This is an optimization exercise on Yosys and OpenROAD, whose aim is small area, a short achievable clock period and few clock cycles, not a production implementation.
The RTL was checked by simulation tests, not by an equivalence proof against the original design.
Power and IR drop assume default switching activity.

### flow/constraint.sdc
create_clock -name core_clock -period 12.0 [get_ports {clk_i}]
set_input_delay 2.4000 -clock core_clock [delete_from_list [all_inputs] [get_ports {clk_i}]]
set_output_delay 2.4000 -clock core_clock [all_outputs]
set_load 0.01 [all_outputs]
### flow/config.mk
export PLATFORM = sky130hd
export DESIGN_NAME = otsu_threshold_finder_top
export DESIGN_NICKNAME = otsu_threshold_finder_top
export VERILOG_FILES = /design/flow/design.v
export SDC_FILE = /design/flow/constraint.sdc
export NUM_CORES = 4
export LEC_CHECK = 0
export CAP_MARGIN = 20
export CELL_PAD_IN_SITES_DETAIL_PLACEMENT = 1
export CELL_PAD_IN_SITES_GLOBAL_PLACEMENT = 2
export CORE_MARGIN = 2
export CORE_UTILIZATION = 30
export PLACE_DENSITY = 0.4
export SLEW_MARGIN = 20
export SYNTH_MEMORY_MAX_BITS = 8192
### flow/design.v
`timescale 1ns / 1ps
`default_nettype none
package otsu_pkg;
  localparam int LEVEL_BITS = 8;
  localparam int QUEUE_DEPTH = 2;
  typedef struct packed {
    logic [LEVEL_BITS-1:0] bin;
    logic                  last;
  } otsu_item_t;
endpackage
`default_nettype wire
`timescale 1ns / 1ps
`default_nettype none
module otsu_mul #(
  parameter int A_W = 157,
  parameter int B_W = 56
) (
  input  wire logic           clk_i,
  input  wire logic           rst_ni,
  input  wire logic           start_i,
  input  wire logic [A_W-1:0] a_i,
  input  wire logic [B_W-1:0] b_i,
  output logic                done_o,
  output logic [A_W-1:0]      prod_o
);
  logic [A_W-1:0] a_q, acc_q;
  logic [B_W-1:0] b_q;
  logic           busy_q, done_q;
  assign done_o = done_q;
  assign prod_o = acc_q;
  always_ff @(posedge clk_i or negedge rst_ni) begin
    if (!rst_ni) begin
      busy_q <= 1'b0;
      done_q <= 1'b0;
    end else begin
      done_q <= 1'b0;
      if (start_i) begin
        busy_q <= 1'b1;
      end else if (busy_q && b_q == '0) begin
        busy_q <= 1'b0;
        done_q <= 1'b1;
      end
    end
  end
  always_ff @(posedge clk_i) begin
    if (start_i) begin
      a_q   <= a_i;
      b_q   <= b_i;
      acc_q <= '0;
    end else if (busy_q && b_q != '0) begin
      if (b_q[0]) begin
        acc_q <= acc_q + a_q;
      end
      a_q <= a_q << 1;
      b_q <= b_q >> 1;
    end
  end
endmodule
`default_nettype wire
`timescale 1ns / 1ps
`default_nettype none
module otsu_front #(
  parameter int LEVELS = 256
) (
  input  wire logic                  in_valid_i,
  output logic                       in_stall_o,
  input  wire logic [otsu_pkg::LEVEL_BITS-1:0] pixel_i,
  input  wire logic                  last_pixel_i,
  input  wire logic                  q_full_i,
  output logic                       q_push_o,
  output otsu_pkg::otsu_item_t                 q_item_o
);
  logic over;
  assign over = {1'b0, pixel_i} >= (otsu_pkg::LEVEL_BITS + 1)'(LEVELS);
  assign in_stall_o    = q_full_i;
  assign q_push_o      = in_valid_i & ~q_full_i;
  assign q_item_o.bin  = over ? otsu_pkg::LEVEL_BITS'(LEVELS - 1) : pixel_i;
  assign q_item_o.last = last_pixel_i;
endmodule
`default_nettype wire
`timescale 1ns / 1ps
`default_nettype none
module otsu_queue (
  input  wire logic       clk_i,
  input  wire logic       rst_ni,
  input  wire logic       push_i,
  input  wire otsu_pkg::otsu_item_t item_i,
  output logic            full_o,
  input  wire logic       pop_i,
  output logic            valid_o,
  output otsu_pkg::otsu_item_t      item_o
);
  localparam int PTR_W = $clog2(otsu_pkg::QUEUE_DEPTH);
  localparam int CNT_W = $clog2(otsu_pkg::QUEUE_DEPTH + 1);
  logic [otsu_pkg::LEVEL_BITS:0] slot_q [otsu_pkg::QUEUE_DEPTH];
  logic [PTR_W-1:0]   wr_ptr_q, wr_ptr_d;
  logic [PTR_W-1:0]   rd_ptr_q, rd_ptr_d;
  logic [CNT_W-1:0]   cnt_q, cnt_d;
  assign full_o  = cnt_q == CNT_W'(otsu_pkg::QUEUE_DEPTH);
  assign valid_o = cnt_q != '0;
  assign item_o  = slot_q[rd_ptr_q];
  always_comb begin
    wr_ptr_d = wr_ptr_q;
    rd_ptr_d = rd_ptr_q;
    cnt_d    = cnt_q;
    if (push_i) begin
      wr_ptr_d = (wr_ptr_q == PTR_W'(otsu_pkg::QUEUE_DEPTH - 1)) ? '0 : wr_ptr_q + 1'b1;
    end
    if (pop_i) begin
      rd_ptr_d = (rd_ptr_q == PTR_W'(otsu_pkg::QUEUE_DEPTH - 1)) ? '0 : rd_ptr_q + 1'b1;
    end
    if (push_i && !pop_i) begin
      cnt_d = cnt_q + 1'b1;
    end else if (pop_i && !push_i) begin
      cnt_d = cnt_q - 1'b1;
    end
  end
  always_ff @(posedge clk_i or negedge rst_ni) begin
    if (!rst_ni) begin
      wr_ptr_q <= '0;
      rd_ptr_q <= '0;
      cnt_q    <= '0;
    end else begin
      wr_ptr_q <= wr_ptr_d;
      rd_ptr_q <= rd_ptr_d;
      cnt_q    <= cnt_d;
    end
  end
  always_ff @(posedge clk_i) begin
    if (push_i) begin
      slot_q[wr_ptr_q] <= item_i;
    end
  end
endmodule
`default_nettype wire
`timescale 1ns / 1ps
`default_nettype none
module otsu_back #(
  parameter int LEVELS     = 256,
  parameter int COUNT_BITS = 20
) (
  input  wire logic                  clk_i,
  input  wire logic                  rst_ni,
  input  wire logic                  q_valid_i,
  input  wire otsu_pkg::otsu_item_t            q_item_i,
  output logic                       q_pop_o,
  output logic                       out_valid_o,
  input  wire logic                  out_stall_i,
  output logic [otsu_pkg::LEVEL_BITS-1:0]      threshold_o
);
  localparam int IDX_W  = $clog2(LEVELS);
  localparam int N_W    = COUNT_BITS + otsu_pkg::LEVEL_BITS;
  localparam int S_W    = COUNT_BITS + 2 * otsu_pkg::LEVEL_BITS;
  localparam int SQ_W   = 2 * S_W;
  localparam int NUM_W  = SQ_W + N_W + 1;
  localparam int DEN_W  = 2 * N_W;
  localparam int PROD_W = NUM_W + DEN_W;
  typedef enum logic [13:0] {
    ST_IDLE     = 14'b00000000000001,
    ST_INC      = 14'b00000000000010,
    ST_SUM_RD   = 14'b00000000000100,
    ST_SUM_ACC  = 14'b00000000001000,
    ST_SCAN_RD  = 14'b00000000010000,
    ST_SCAN_ACC = 14'b00000000100000,
    ST_M_S0     = 14'b00000001000000,
    ST_M_A      = 14'b00000010000000,
    ST_M_S1     = 14'b00000100000000,
    ST_M_B      = 14'b00001000000000,
    ST_M_DEN    = 14'b00010000000000,
    ST_M_L      = 14'b00100000000000,
    ST_M_R      = 14'b01000000000000,
    ST_DONE     = 14'b10000000000000
  } otsu_state_e;
  otsu_state_e state_q, state_d;
  logic [COUNT_BITS-1:0] hist_mem [LEVELS];
  logic [LEVELS-1:0]     vld_q;
  logic [COUNT_BITS-1:0] rd_data_q;
  logic                  rd_vld_q;
  logic                  rd_en, wr_en;
  logic [IDX_W-1:0]      rd_addr;
  logic [COUNT_BITS-1:0] cnt, cnt_inc;
  logic [IDX_W-1:0]      addr_q, k_q;
  logic                  last_q, issued_q;
  logic [N_W-1:0]        ntot_q, n0_q, n1, m0, m1;
  logic [S_W-1:0]        stot_q, s0_q, s1;
  logic [SQ_W-1:0]       sq_q;
  logic [NUM_W-1:0]      numa_q, num_q, best_num_q;
  logic [DEN_W-1:0]      den_q, best_den_q;
  logic [PROD_W-1:0]     lhs_q;
  logic [IDX_W-1:0]      best_level_q;
  logic                  out_valid_q;
  logic [otsu_pkg::LEVEL_BITS-1:0] thr_q;
  logic                  mul_start, mul_done, in_mul;
  logic [PROD_W-1:0]     mul_a, mul_prod;
  logic [DEN_W-1:0]      mul_b;
  otsu_mul #(.A_W(PROD_W), .B_W(DEN_W)) u_mul (
    .clk_i   (clk_i),
    .rst_ni  (rst_ni),
    .start_i (mul_start),
    .a_i     (mul_a),
    .b_i     (mul_b),
    .done_o  (mul_done),
    .prod_o  (mul_prod)
  );
  assign cnt     = rd_vld_q ? rd_data_q : '0;
  assign cnt_inc = (cnt == '1) ? cnt : cnt + 1'b1;
  assign n1      = ntot_q - n0_q;
  assign s1      = stot_q - s0_q;
  assign m0      = (n0_q == '0) ? N_W'(1) : n0_q;
  assign m1      = (n1 == '0) ? N_W'(1) : n1;
  assign q_pop_o = (state_q == ST_IDLE) && q_valid_i;
  assign rd_addr = (state_q == ST_IDLE) ? q_item_i.bin[IDX_W-1:0] : k_q;
  assign rd_en   = q_pop_o || state_q == ST_SUM_RD || state_q == ST_SCAN_RD;
  assign wr_en   = state_q == ST_INC;
  assign in_mul    = state_q == ST_M_S0 || state_q == ST_M_A || state_q == ST_M_S1 ||
                     state_q == ST_M_B || state_q == ST_M_DEN || state_q == ST_M_L ||
                     state_q == ST_M_R;
  assign mul_start = in_mul && !issued_q;
  always_comb begin
    mul_a = '0;
    mul_b = '0;
    case (state_q)
      ST_M_S0:  begin mul_a = PROD_W'(s0_q);       mul_b = DEN_W'(s0_q);  end
      ST_M_A:   begin mul_a = PROD_W'(sq_q);       mul_b = DEN_W'(m1);    end
      ST_M_S1:  begin mul_a = PROD_W'(s1);         mul_b = DEN_W'(s1);    end
      ST_M_B:   begin mul_a = PROD_W'(sq_q);       mul_b = DEN_W'(m0);    end
      ST_M_DEN: begin mul_a = PROD_W'(m0);         mul_b = DEN_W'(m1);    end
      ST_M_L:   begin mul_a = PROD_W'(num_q);      mul_b = best_den_q;    end
      ST_M_R:   begin mul_a = PROD_W'(best_num_q); mul_b = den_q;         end
      default:  begin mul_a = '0;                  mul_b = '0;            end
    endcase
  end
  always_comb begin
    state_d = state_q;
    case (state_q)
      ST_IDLE:     if (q_valid_i) state_d = ST_INC;
      ST_INC:      state_d = last_q ? ST_SUM_RD : ST_IDLE;
      ST_SUM_RD:   state_d = ST_SUM_ACC;
      ST_SUM_ACC:  state_d = (k_q == IDX_W'(LEVELS - 1)) ? ST_SCAN_RD : ST_SUM_RD;
      ST_SCAN_RD:  state_d = ST_SCAN_ACC;
      ST_SCAN_ACC: state_d = ST_M_S0;
      ST_M_S0:     if (issued_q && mul_done) state_d = ST_M_A;
      ST_M_A:      if (issued_q && mul_done) state_d = ST_M_S1;
      ST_M_S1:     if (issued_q && mul_done) state_d = ST_M_B;
      ST_M_B:      if (issued_q && mul_done) state_d = ST_M_DEN;
      ST_M_DEN:    if (issued_q && mul_done) state_d = ST_M_L;
      ST_M_L:      if (issued_q && mul_done) state_d = ST_M_R;
      ST_M_R: begin
        if (issued_q && mul_done) begin
          state_d = (k_q == IDX_W'(LEVELS - 1)) ? ST_DONE : ST_SCAN_RD;
        end
      end
      ST_DONE:     if (!out_valid_q || !out_stall_i) state_d = ST_IDLE;
      default:     state_d = ST_IDLE;
    endcase
  end
  always_ff @(posedge clk_i) begin
    if (rd_en) begin
      rd_data_q <= hist_mem[rd_addr];
    end
    if (wr_en) begin
      hist_mem[addr_q] <= cnt_inc;
    end
  end
  always_ff @(posedge clk_i or negedge rst_ni) begin
    if (!rst_ni) begin
      state_q     <= ST_IDLE;
      vld_q       <= '0;
      rd_vld_q    <= 1'b0;
      issued_q    <= 1'b0;
      out_valid_q <= 1'b0;
      k_q         <= '0;
    end else begin
      state_q <= state_d;
      if (rd_en) begin
        rd_vld_q <= vld_q[rd_addr];
      end
      if (wr_en) begin
        vld_q[addr_q] <= 1'b1;
      end
      if (mul_start) begin
        issued_q <= 1'b1;
      end else if (mul_done) begin
        issued_q <= 1'b0;
      end
      if (out_valid_q && !out_stall_i && state_q != ST_DONE) begin
        out_valid_q <= 1'b0;
      end
      case (state_q)
        ST_INC:     k_q <= '0;
        ST_SUM_ACC: k_q <= (k_q == IDX_W'(LEVELS - 1)) ? '0 : k_q + 1'b1;
        ST_M_R:     if (issued_q && mul_done) k_q <= k_q + 1'b1;
        ST_DONE: begin
          if (!out_valid_q || !out_stall_i) begin
            out_valid_q <= 1'b1;
            vld_q       <= '0;
          end
        end
        default: ;
      endcase
    end
  end
  always_ff @(posedge clk_i) begin
    case (state_q)
      ST_IDLE: begin
        addr_q <= q_item_i.bin[IDX_W-1:0];
        last_q <= q_item_i.last;
      end
      ST_INC: begin
        ntot_q     <= '0;
        stot_q     <= '0;
        n0_q       <= '0;
        s0_q       <= '0;
        best_num_q <= '0;
        best_den_q <= DEN_W'(1);
      end
      ST_SUM_ACC: begin
        ntot_q <= ntot_q + N_W'(cnt);
        stot_q <= stot_q + S_W'(cnt) * S_W'(k_q);
      end
      ST_SCAN_ACC: begin
        n0_q <= n0_q + N_W'(cnt);
        s0_q <= s0_q + S_W'(cnt) * S_W'(k_q);
      end
      ST_M_S0:  if (issued_q && mul_done) sq_q   <= mul_prod[SQ_W-1:0];
      ST_M_A:   if (issued_q && mul_done) numa_q <= mul_prod[NUM_W-1:0];
      ST_M_S1:  if (issued_q && mul_done) sq_q   <= mul_prod[SQ_W-1:0];
      ST_M_B:   if (issued_q && mul_done) num_q  <= numa_q + mul_prod[NUM_W-1:0];
      ST_M_DEN: if (issued_q && mul_done) den_q  <= mul_prod[DEN_W-1:0];
      ST_M_L:   if (issued_q && mul_done) lhs_q  <= mul_prod;
      ST_M_R: begin
        if (issued_q && mul_done && (k_q == '0 || lhs_q > mul_prod)) begin
          best_num_q   <= num_q;
          best_den_q   <= den_q;
          best_level_q <= k_q;
        end
      end
      ST_DONE: begin
        if (!out_valid_q || !out_stall_i) begin
          thr_q <= otsu_pkg::LEVEL_BITS'(best_level_q);
        end
      end
      default: ;
    endcase
  end
  assign out_valid_o = out_valid_q;
  assign threshold_o = thr_q;
endmodule
`default_nettype wire
`timescale 1ns / 1ps
`default_nettype none
module otsu_threshold_finder_top #(
  parameter int LEVELS     = 256,
  parameter int COUNT_BITS = 20
) (
  input  wire logic                  clk_i,
  input  wire logic                  rst_ni,
  input  wire logic                  in_valid_i,
  output logic                       in_stall_o,
  input  wire logic [otsu_pkg::LEVEL_BITS-1:0] pixel_i,
  input  wire logic                  last_pixel_i,
  output logic                       out_valid_o,
  input  wire logic                  out_stall_i,
  output logic [otsu_pkg::LEVEL_BITS-1:0]      threshold_o
);
  logic       q_full, q_push, q_pop, q_valid;
  otsu_pkg::otsu_item_t push_item, pop_item;
  otsu_front #(.LEVELS(LEVELS)) u_front (
    .in_valid_i   (in_valid_i),
    .in_stall_o   (in_stall_o),
    .pixel_i      (pixel_i),
    .last_pixel_i (last_pixel_i),
    .q_full_i     (q_full),
    .q_push_o     (q_push),
    .q_item_o     (push_item)
  );
  otsu_queue u_queue (
    .clk_i   (clk_i),
    .rst_ni  (rst_ni),
    .push_i  (q_push),
    .item_i  (push_item),
    .full_o  (q_full),
    .pop_i   (q_pop),
    .valid_o (q_valid),
    .item_o  (pop_item)
  );
  otsu_back #(.LEVELS(LEVELS), .COUNT_BITS(COUNT_BITS)) u_back (
    .clk_i       (clk_i),
    .rst_ni      (rst_ni),
    .q_valid_i   (q_valid),
    .q_item_i    (pop_item),
    .q_pop_o     (q_pop),
    .out_valid_o (out_valid_o),
    .out_stall_i (out_stall_i),
    .threshold_o (threshold_o)
  );
endmodule
`default_nettype wire
### flow/run.sh
#!/bin/bash
# synth_recipe.tcl (not shown) runs the flow's synth.tcl, then flattens the netlist and writes it again
# the make line also repeats each setting of config.mk as NAME=value (left out here)
make -C /OpenROAD-flow-scripts/flow DESIGN_CONFIG=/design/flow/config.mk WORK_HOME=/design/flow/orfs CLKGATE_MAP_FILE= SYNTH_SCRIPT=/design/flow/synth_recipe.tcl finish
==> results.sh <==
export IMPL_clkPwrFrac=0.286
export IMPL_crit_arrival_ns=10.49
export IMPL_period_needed_ns=9.70
export IMPL_reg2reg_slack_ns=2.30
export IMPL_hold_path_class="reg -> reg"
export IMPL_setup_viol=0
export IMPL_num_rows=362
export IMPL_gr_total_overflow=0
export IMPL_maxCapViolCount=0
export IMPL_clock_path_buffers=5
export IMPL_outcome="no timing/DRC/antenna violations"
export IMPL_cts_buffers=821
export IMPL_seq_area_frac_synth=0.668
export IMPL_vias_per_cell=5.20
export IMPL_drive_gt1_frac=0.0866
export IMPL_holdBufCountCts=0
export IMPL_hold_depth=0
export IMPL_cp_max_fo=39
export IMPL_syn_instance_count=25400
export IMPL_n_fill_cell=104000
export IMPL_cts_max_level=6
export IMPL_grt_pass1_wl_mm=1680
export IMPL_cts_sinks=6612
export IMPL_required_ns=12.79
export IMPL_vdd_drop_max_mv=0.209
export IMPL_fmax_mhz=103
export IMPL_crit_path_start="u_back.rd_vld_q"
export IMPL_ant_nets=0
export IMPL_crit_reg2reg_launch="u_back.rd_vld_q"
export IMPL_grt_usage=0.239
export IMPL_area_growth_pct=15.1
export IMPL_p_switching_w=0.0349
export IMPL_finalHoldViolations=0
export IMPL_critPathMaxStageDelay_ns=0.74
export IMPL_p_sw_frac=0.418
export IMPL_synthArstFlopShare=0.0434
export IMPL_drt_iter0_markers=14800
export IMPL_globalplace_congestion=0.779
export IMPL_initial_utilization=0.301
export IMPL_p_per_area_nw_per_um2=248
export IMPL_skew_ns=0.0757
export IMPL_wl_per_cell_um=30.7
export IMPL_ys_ff_latch=6612
export IMPL_synthFlopType="edfxtp_1"
export IMPL_holdPathEnd="u_back.lhs_q[156]"
export IMPL_die_width_um=992
export IMPL_die_h_um=992
export IMPL_min_from="u_back.u_mul.acc_q[156]"
export IMPL_p_comb_frac=0.374
export IMPL_cts_tree="built"
export IMPL_final_nets=26200
export IMPL_period_share=0.808
export IMPL_r2r_end="u_back.s0_q[34]"
export IMPL_fin_setup_tns_ns=0
export IMPL_clk_pin_slew_worst_paths_ns=0.06
export IMPL_timing_slew_headroom=0.164
export IMPL_synth_avg_cell_area_sq_um=11.5
export IMPL_cts_root_buf="clkbuf_16"
export IMPL_cp_end_kind="flop"
export IMPL_synth_edf_count=6168
export IMPL_synth_area_sq_um=293000
export IMPL_power_leakage_nw=121
export IMPL_portBuffers=22
export IMPL_pwr_share_seq=0.340
export IMPL_synthDistinctLibCells=91
export IMPL_grt_max_degree=183
export IMPL_post_route_drc_count=0
export IMPL_post_cts_buffers=0
export IMPL_place_hpwl_mm=740
export IMPL_post_route_util=0.347
export IMPL_antenna_found_initial=78
export IMPL_slowest_stage="o41ai_1"
export IMPL_dr_pass1_iters=8
export IMPL_clock_latency_ns=1.13
export IMPL_vias=203000
export IMPL_drt_wl_total_mm=1200
export IMPL_critPathLaunchType="flop"
export IMPL_core_sq_um=972000
export IMPL_syn_num_nets=26200
export IMPL_rsz0062_at_grt="false"
export IMPL_dieArea_sq_um=984000
export IMPL_grt_pass1_vias=209000
export IMPL_slew_viol_final=0
export IMPL_rr_worst_depth=32
export IMPL_yosysWarningCount=3
export IMPL_pin_count=23
export IMPL_tightest_slew_ns=1.25
export IMPL_crit_type="reg -> reg"
export IMPL_p_int_w=0.0486
export IMPL_cts_resized=0
[placed cells by master, fill, tap and decap left out, types with 392 or more instances in the layout]
| master | netlist | final |
|---|---|---|
| ha_1 | 630 | 630 |
| nor3_1 | 552 | 528 |
| nand3_1 | 395 | 392 |
| buf_4 | 1 | 602 |
| inv_1 | 453 | 453 |
| edfxtp_1 | 6168 | 6168 |
| o21ai_0 | 687 | 673 |
| nand2_1 | 6006 | 5976 |
| a21oi_1 | 3342 | 3338 |
| clkbuf_16 | 0 | 830 |
| nor2_1 | 1683 | 1409 |
[per-layer routing]
metal,routed length [um],GRT usage,part of all wire
met1,555000,0.333,0.46
met3,41900,0.0241,0.035
met4,28300,0.0525,0.024
met2,575000,0.403,0.48
met5,0,0,0
[power groups by stage]
stage / clock, W / combinational [W] / sequential [W]
finish: 0.0239 / 0.0313 / 0.0284
global route: 0.0254 / 0.0338 / 0.0284
CTS: 0.0246 / 0.0321 / 0.0284
detailed placement: 0 / 0.0320 / 0.0288
global placement: 0 / 0.0317 / 0.0288
floorplan: 0 / 0.0157 / 0.0292
[flip-flops by register name, indices dropped and copies added, names as in the netlist, 20 cells and up]
register            flops
u_back.den_q           56
u_back.s0_q            36
u_back.u_mul.b_q       56
u_back.stot_q          36
u_back.u_mul.a_q      157
u_back.sq_q            72
u_back.best_den_q      56
u_back.vld_q          256
u_back.numa_q         101
u_back.hist_mem      5120
u_back.ntot_q          28
u_back.lhs_q          157
u_back.n0_q            28
u_back.num_q          101
u_back.rd_data_q       20
u_back.best_num_q     101
u_back.u_mul.acc_q    157
[cells in the mapped netlist, drive strengths merged, types with 18 or more instances]
library cell / instances / area [sq um]
a21o: 280 / 2100
o22ai: 49 / 307
nand4: 230 / 1450
a311oi: 23 / 201
xnor2: 283 / 2480
inv: 453 / 1700
dfxtp: 157 / 3140
o21bai: 101 / 758
ha: 630 / 7880
o32ai: 81 / 709
mux2i: 96 / 961
a211oi: 45 / 338
o31ai: 73 / 553
a21boi: 88 / 661
a221oi: 142 / 1240
and2: 278 / 1740
clkbuf: 1027 / 3880
and3: 250 / 1560
o21a: 52 / 390
a41oi: 19 / 174
a21oi: 3344 / 16700
xor2: 160 / 1400
and4: 18 / 158
o211ai: 26 / 195
nor3: 552 / 2760
nor4: 67 / 425
dfrtp: 286 / 7160
o21ai: 702 / 3520
a22oi: 142 / 1070
a31oi: 224 / 1420
fa: 116 / 2320
nor2: 1683 / 6320
nand3: 395 / 1980
or2: 22 / 138
nand2: 6006 / 22500
buf: 501 / 2210
edfxtp: 6168 / 185000
nand2b: 82 / 513
nor2b: 98 / 613
or3: 231 / 1450
a222oi: 77 / 771
[area by class of cell]
cell class                 count  area, sq um  area share
inverter                     455         1710     0.00507
tap                        12900        16200      0.0480
sequential                  6612       196000       0.580
timing repair buffer         725         6730      0.0200
antenna                       47          118    0.000349
clock inverter               384         2980     0.00882
clock buffer                1079        22000      0.0652
multi-input combinational  16800        91900       0.273
[through the flow]
step	hold slack (ns)	total power [W]	worst slack, ns	cell area (sq um)	std cells
CTS	0.435	0.0850	2.27	337000	39000
finish	0.431	0.0835	2.30	337000	39100
global placement	0.414	0.0605	2.05	312000	37500
detailed placement	0.433	0.0608	2.31	312000	37600
floorplan	0.400	0.0449	0.578	293000	25400
global route	0.459	0.0876	1.72	337000	39000
[cells by family (layout without fill, tap and decap cells)]
logic type      Yosys count  count (layout)  synth area share
fa+ha+maj               746             746            0.0349
buf+inv                1983            2643            0.0266
xor+xnor                443             443            0.0133
simple gates           9959            9959             0.144
mux                     107             107           0.00370
compound gates         5586            5586             0.110
flops                  6612            6612             0.668
other cells               0              47                 0
[critical path, delay by kind of cell, from the launching register on]
kind | cells | cell delay, ns
fa+ha+maj | 6 | 2.60
simple gates | 7 | 1.80
compound gates | 14 | 3.77
buf+inv | 3 | 0.15
xor+xnor | 2 | 0.35
flops | 1 | 0.71
[worst max-delay path by stage]
stage / to / cells past startpoint
global route: u_back.stot_q[35] / 33
detailed placement: u_back.s0_q[34] / 32
finish: u_back.s0_q[34] / 32
CTS: u_back.s0_q[34] / 32
floorplan: u_back.hist_mem[0][19] / 13
global placement: u_back.stot_q[35] / 33
Testbench counts, summed over its fixed seeds: cycles 1,366,623.

-- re-timing with driven ports --
In the flow no input, the clock included, has a driving cell. The finished layout below was timed again as built, in two steps.
Step 1 (the two cells are an assumption about what drives the block):
set clk [get_ports {clk_i}]
set_driving_cell -lib_cell sky130_fd_sc_hd__clkbuf_16 $clk
set_driving_cell -lib_cell sky130_fd_sc_hd__buf_2 [delete_from_list [all_inputs] $clk]
Step 2, shift: input delay + t, output delay - t, t = (earliest + latest rising clock arrival at the registers) / 2. This alone moves slack from input paths to output paths.
a / b / c = no drivers / after step 1 / after step 2; a / b = the first two.
t (ns): 1.238
setup WS [ns]: 2.305 / 2.305 / 2.305
hold slack, ns: 0.431 / 0.431 / 0.431
worst data-port slew with drivers (ns): 0.06
cell pins on the clock port's net: 1
After both steps this run still meets setup and hold. The setup slack of this run moves by 0.000 ns with the drivers and by 0.000 ns with both steps.
